Source: an optimization exercise on an open RTL-to-GDS flow (aim: small area). Production flows keep margins and buffers that such runs may drop.
The RTL was checked by simulation tests, not by an equivalence proof against the original design.

run A:
// aes_word_enc_core
module aes_word_enc_core
(
   input  logic         clk,
   input  logic         reset,
   input  logic         start,
   input  logic         selEncDec,
   input  logic [127:0] key_in,
   input  logic [31:0]  data_in,
   output logic [31:0]  data_out,
   output logic [6:0]   signals
);
For scale: ~200 I/O pins, about 0.016 mm2 of cells after synthesis.
Settings: LEC_CHECK=0, CAP_MARGIN=20, CORE_MARGIN=2, CORE_UTILIZATION=40, SLEW_MARGIN=20; clock period 25.0 ns.
standard.sh (not shown) runs the stock make flow with config.mk's settings and CLKGATE_MAP_FILE= SYNTH_SCRIPT=/design/flow/synth_recipe.tcl, a recipe that flattens the netlist after the stock synthesis.
==> flow/flow/run.sh <==
#!/bin/bash
# Own flow: the standard layout (standard.sh), except that synthesis runs own_synth.tcl,
# which is synth_recipe.tcl with Yosys's abc pass given abc_area.script, and the port buffers are
# the smallest buffer cell. Registers, their names
# and cell types are those of the standard synthesis (ABC maps only the combinational logic).
# Each step's full output goes to a log file of its own in the work folder.
set -euo pipefail
W=$PWD
bash standard.sh SYNTH_SCRIPT="$W/flow/own_synth.tcl" synth > "$W/own_synth.log" 2>&1
# Ports are buffered as in the standard flow, with the smallest buffer instead of ORFS's pick.
# Clock tree: bigger sink clusters and no dummy loads, to use fewer clock buffers.
bash standard.sh BUFFER_PORTS_ARGS="-buffer_cell sky130_fd_sc_hd__buf_1" \
   CTS_ARGS="$(cat "$W/flow/cts_args")" finish > "$W/own_layout.log" 2>&1
==> flow/flow/abc_area.script <==
strash
balance
rewrite
refactor
balance
rewrite
rewrite -z
balance
refactor -z
rewrite -z
balance
dch -f
amap
topo
==> flow/flow/cts_args <==
-sink_clustering_enable -repair_clock_nets -dont_use_dummy_load -buf_list sky130_fd_sc_hd__clkbuf_16 -sink_clustering_size 30 -sink_clustering_max_diameter 200
==> flow/flow/own_synth.tcl <==
set own_abc_script [file join [file dirname [file normalize [info script]]] abc_area.script]
proc synth {args} { yosys synth -nofsm -noshare {*}$args }
proc abc {args} {
  set i [lsearch -exact $args -script]
  if {$i >= 0} { lset args [expr {$i + 1}] $::own_abc_script }
  yosys abc {*}$args
}
unset -nocomplain ::env(ADDER_MAP_FILE)
source $::env(SCRIPTS_DIR)/synth.tcl
# left out here: clear keep_hierarchy, flatten, clean up, hide names made inside functions, write 1_2_yosys.v
Run A reached the end of the flow, and the finished layout is clean on the timing, design-rule and antenna checks.
### run A -> run B
Settings: CORE_UTILIZATION changed from 40 to 65.
==> flow/flow/cts_args <==
-sink_clustering_enable -repair_clock_nets -dont_use_dummy_load -buf_list sky130_fd_sc_hd__clkbuf_16 -sink_clustering_size 24 -sink_clustering_max_diameter 200
## What came out
- Run B did not stop at any stage, and its layout met the timing, design-rule and antenna checks.
- The worst setup path startpoint comes out r_cnt[2] in one run and r_cnt[3] in the other, namely in run A and run B respectively.
- | die outline height | higher: run A |
- Against run A, number of global-route vias before repair in run B rose by a few percent.
- Run B vs. run A: utilization climbed 27 points, number of filler instances in the final layout fell 1964, starting density of the core higher, worst slew slack as a fraction of its limit shows an increase of 1.9 points.
- Run B ends up with higher minimum setup slack in the final design than run A does.
- Global routing met2 resource utilization for run B: 20 points up relative to run A
- | sequential share of layout area | run B vs run A | 0.46 points higher |
For run C, these inputs were changed with respect to run B:
Settings: a change of CORE_UTILIZATION from 65 to 40; an added CTS_BUF_LIST of sky130_fd_sc_hd__clkbuf_4.
--- a/flow/flow/run.sh
+++ b/flow/flow/run.sh
@@ -9,5 +9,3 @@
 bash standard.sh SYNTH_SCRIPT="$W/flow/own_synth.tcl" synth > "$W/own_synth.log" 2>&1
 # Ports are buffered as in the standard flow, with the smallest buffer instead of ORFS's pick.
-# Clock tree: bigger sink clusters and no dummy loads, to use fewer clock buffers.
-bash standard.sh BUFFER_PORTS_ARGS="-buffer_cell sky130_fd_sc_hd__buf_1" \
-   CTS_ARGS="$(cat "$W/flow/cts_args")" finish > "$W/own_layout.log" 2>&1
+bash standard.sh BUFFER_PORTS_ARGS="-buffer_cell sky130_fd_sc_hd__buf_1" finish > "$W/own_layout.log" 2>&1
--- a/flow/flow/own_synth.tcl
+++ b/flow/flow/own_synth.tcl
@@ -6,5 +6,4 @@
   yosys abc {*}$args
 }
-unset -nocomplain ::env(ADDER_MAP_FILE)
 source $::env(SCRIPTS_DIR)/synth.tcl
 # left out here: clear keep_hierarchy, flatten, clean up, hide names made inside functions, write 1_2_yosys.v
removed: flow/flow/cts_args
## What came out
- Run B → run C: count of flip-flops with a built-in enable after synthesis barely changed; post-layout utilization of the core down 25 points.
- Every stage of the flow completed for run C, and the final layout passed the timing, design-rule and antenna checks.
- Run B → run C: synthesized area picked up an extra about 2.4%; routed wire length picked up an extra about 15%.
- Number of DRC markers after the initial detailed-route iteration (run C vs. run B) decreases by more than a quarter

---

## job 6885
Another version of the RTL of aes_word_enc_core (not shown whole).
Size: about 2100 cells after synthesis, about 340 flip-flops, about 15000 um^2 of cells after synthesis.
export LEC_CHECK = 0
export CAP_MARGIN = 20
export CORE_MARGIN = 2
export CORE_UTILIZATION = 65
export SLEW_MARGIN = 20
create_clock -name core_clock -period 25.0 [get_ports {clk}]
==> flow/flow/run.sh <==
#!/bin/bash
# Own flow: the standard layout (standard.sh) with three area-oriented changes.
#  - Synthesis runs own_synth.tcl: synth_recipe.tcl with Yosys's abc pass given abc_area.script
#    and no adder extraction. Registers, their names and cell types are those of the standard
#    synthesis (ABC maps only the combinational logic).
#  - Ports are buffered as in the standard flow, with the smallest buffer cell.
#  - Clock tree (cts_args): larger sink clusters and no dummy loads, so fewer clock buffers.
# Each step's full output goes to a log file of its own in the work folder.
set -euo pipefail
W=$PWD
bash standard.sh SYNTH_SCRIPT="$W/flow/own_synth.tcl" synth > "$W/own_synth.log" 2>&1
bash standard.sh BUFFER_PORTS_ARGS="-buffer_cell sky130_fd_sc_hd__buf_1" \
   CTS_ARGS="$(cat "$W/flow/cts_args")" finish > "$W/own_layout.log" 2>&1
==> flow/flow/abc_area.script <==
strash
resub -K 8
dc2
strash
dch -f
amap
topo
==> flow/flow/cts_args <==
-sink_clustering_enable -repair_clock_nets -dont_use_dummy_load -buf_list sky130_fd_sc_hd__clkbuf_16 -sink_clustering_size 27 -sink_clustering_max_diameter 100
==> flow/flow/own_synth.tcl <==
set own_abc_script [file join [file dirname [file normalize [info script]]] abc_area.script]
proc synth {args} { yosys synth -nofsm -noshare {*}$args }
proc abc {args} {
  set i [lsearch -exact $args -script]
  if {$i >= 0} { lset args [expr {$i + 1}] $::own_abc_script }
  yosys abc {*}$args
}
unset -nocomplain ::env(ADDER_MAP_FILE)
source $::env(SCRIPTS_DIR)/synth.tcl
# left out here: clear keep_hierarchy, flatten, clean up, hide names made inside functions, write 1_2_yosys.v
### job 6885 -> job 3737
Settings: swapping 65 for 80 in CORE_UTILIZATION.
==> flow/flow/run.sh <==
#!/bin/bash
# Own flow: the standard layout (standard.sh), except that synthesis runs own_synth.tcl,
# which is synth_recipe.tcl with Yosys's abc pass given abc_area.script, and the port buffers are
# the smallest buffer cell. Registers, their names
# and cell types are those of the standard synthesis (ABC maps only the combinational logic).
# Each step's full output goes to a log file of its own in the work folder.
set -euo pipefail
W=$PWD
bash standard.sh SYNTH_SCRIPT="$W/flow/own_synth.tcl" synth > "$W/own_synth.log" 2>&1
# Ports are buffered as in the standard flow, with the smallest buffer instead of ORFS's pick.
# Clock tree: bigger sink clusters and no dummy loads, to use fewer clock buffers.
bash standard.sh BUFFER_PORTS_ARGS="-buffer_cell sky130_fd_sc_hd__buf_1" \
   CTS_ARGS="$(cat "$W/flow/cts_args")" finish > "$W/own_layout.log" 2>&1
==> flow/flow/abc_area.script <==
strash
dc2
strash
dch -f
amap
topo
==> flow/flow/cts_args <==
-sink_clustering_enable -repair_clock_nets -dont_use_dummy_load -buf_list sky130_fd_sc_hd__clkbuf_16 -sink_clustering_size 24 -sink_clustering_max_diameter 200
Notes after the runs:
Among job 3737 and job 6885, a clean, completed layout was produced by job 6885 alone. On xor-xnor portion of the synthesized cell area: between job 3737 and job 6885, it ends up lower for job 6885. Comparing job 3737 and job 6885, the higher compound-gate portion of the synthesized area is on job 6885. Job 3737 vs. job 6885: cell count after synthesis has remained practically unchanged; post-synth design cell area has remained practically unchanged. In the tables for job 3737 and job 6885, horizontal extent of the die reads higher with job 6885.
### job 3737 -> job 1640
Settings: swapping 80 for 40 in CORE_UTILIZATION.
==> flow/flow/cts_args <==
-sink_clustering_enable -repair_clock_nets -dont_use_dummy_load -buf_list sky130_fd_sc_hd__clkbuf_16 -sink_clustering_size 27 -sink_clustering_max_diameter 200
## What came out
Job 1640: flow completed, timing, DRC and antenna clean
Relative to job 3737, initial core utilization decreased by 41 points in job 1640.
Compared job 1640 against job 3737; area of the mapped netlist within noise.
What job 3737 reported for cell row count has to be multiplied by 1.4 to get the figure for job 1640.
Comparing job 3737 against job 1640, there is no change at all in synthesized cell count.
### job 1640 -> job 3949
Settings: swapping 40 for 65 in CORE_UTILIZATION.
==> flow/flow/abc_area.script <==
strash
resub -K 8
dc2
strash
dch -f
amap
topo
==> flow/flow/cts_args <==
-sink_clustering_enable -repair_clock_nets -dont_use_dummy_load -buf_list sky130_fd_sc_hd__clkbuf_16 -sink_clustering_size 24 -sink_clustering_max_diameter 200
[summary]
After detailed routing, job 1640 needs more wire than job 3949.
Job 3949 vs job 1640 on worst hold slack: job 3949 is the lower one.
Compared with job 1640, in job 3949 share of cell area taken by multi-input logic gates essentially unchanged, layout overhead on the synthesized area decreased 1.7 points, critical path arrival increased 0.27 ns.
Summary — standard cell area after detailed placement, job 3949 relative to job 1640: lower, by 330 um^2.

[port drivers added, routing unchanged]
The results above use ideal ports. As a check the final layouts listed here were re-extracted and re-timed, cells and wires unchanged.
Step 1 (the two cells are an assumption about what drives the block):
set clk [get_ports {clk}]
set_driving_cell -lib_cell sky130_fd_sc_hd__clkbuf_16 $clk
set_driving_cell -lib_cell sky130_fd_sc_hd__buf_2 [delete_from_list [all_inputs] $clk]
Step 2 moves the port delays by t, midway between the first and last clock arrival at a register: inputs arrive t later, outputs are due t later. That takes back most of the time a late clock gives input paths.
a / b / c = no drivers / after step 1 / after step 2; a / b = the first two.
| run | t, ns | slack for setup (ns) | slew at the worst register clock pin (ns) | worst data-port slew with drivers (ns) |
|---|---|---|---|---|
| run A | 0.549 | 11.940 / 11.940 / 11.940 | 0.12 / 0.12 | 0.05 |
| run B | 0.572 | 12.891 / 12.891 / 12.891 | 0.11 / 0.11 | 0.07 |
| run C | 0.836 | 12.119 / 12.119 / 12.119 | 0.07 / 0.07 | 0.07 |
| job 6885 | 0.554 | 12.299 / 12.299 / 12.299 | 0.11 / 0.11 | 0.06 |
| job 1640 | 0.557 | 12.640 / 12.640 / 12.640 | 0.11 / 0.11 | 0.05 |
| job 3949 | 0.561 | 12.365 / 12.365 / 12.365 | 0.10 / 0.10 | 0.06 |
After both steps every run listed still meets setup and hold.
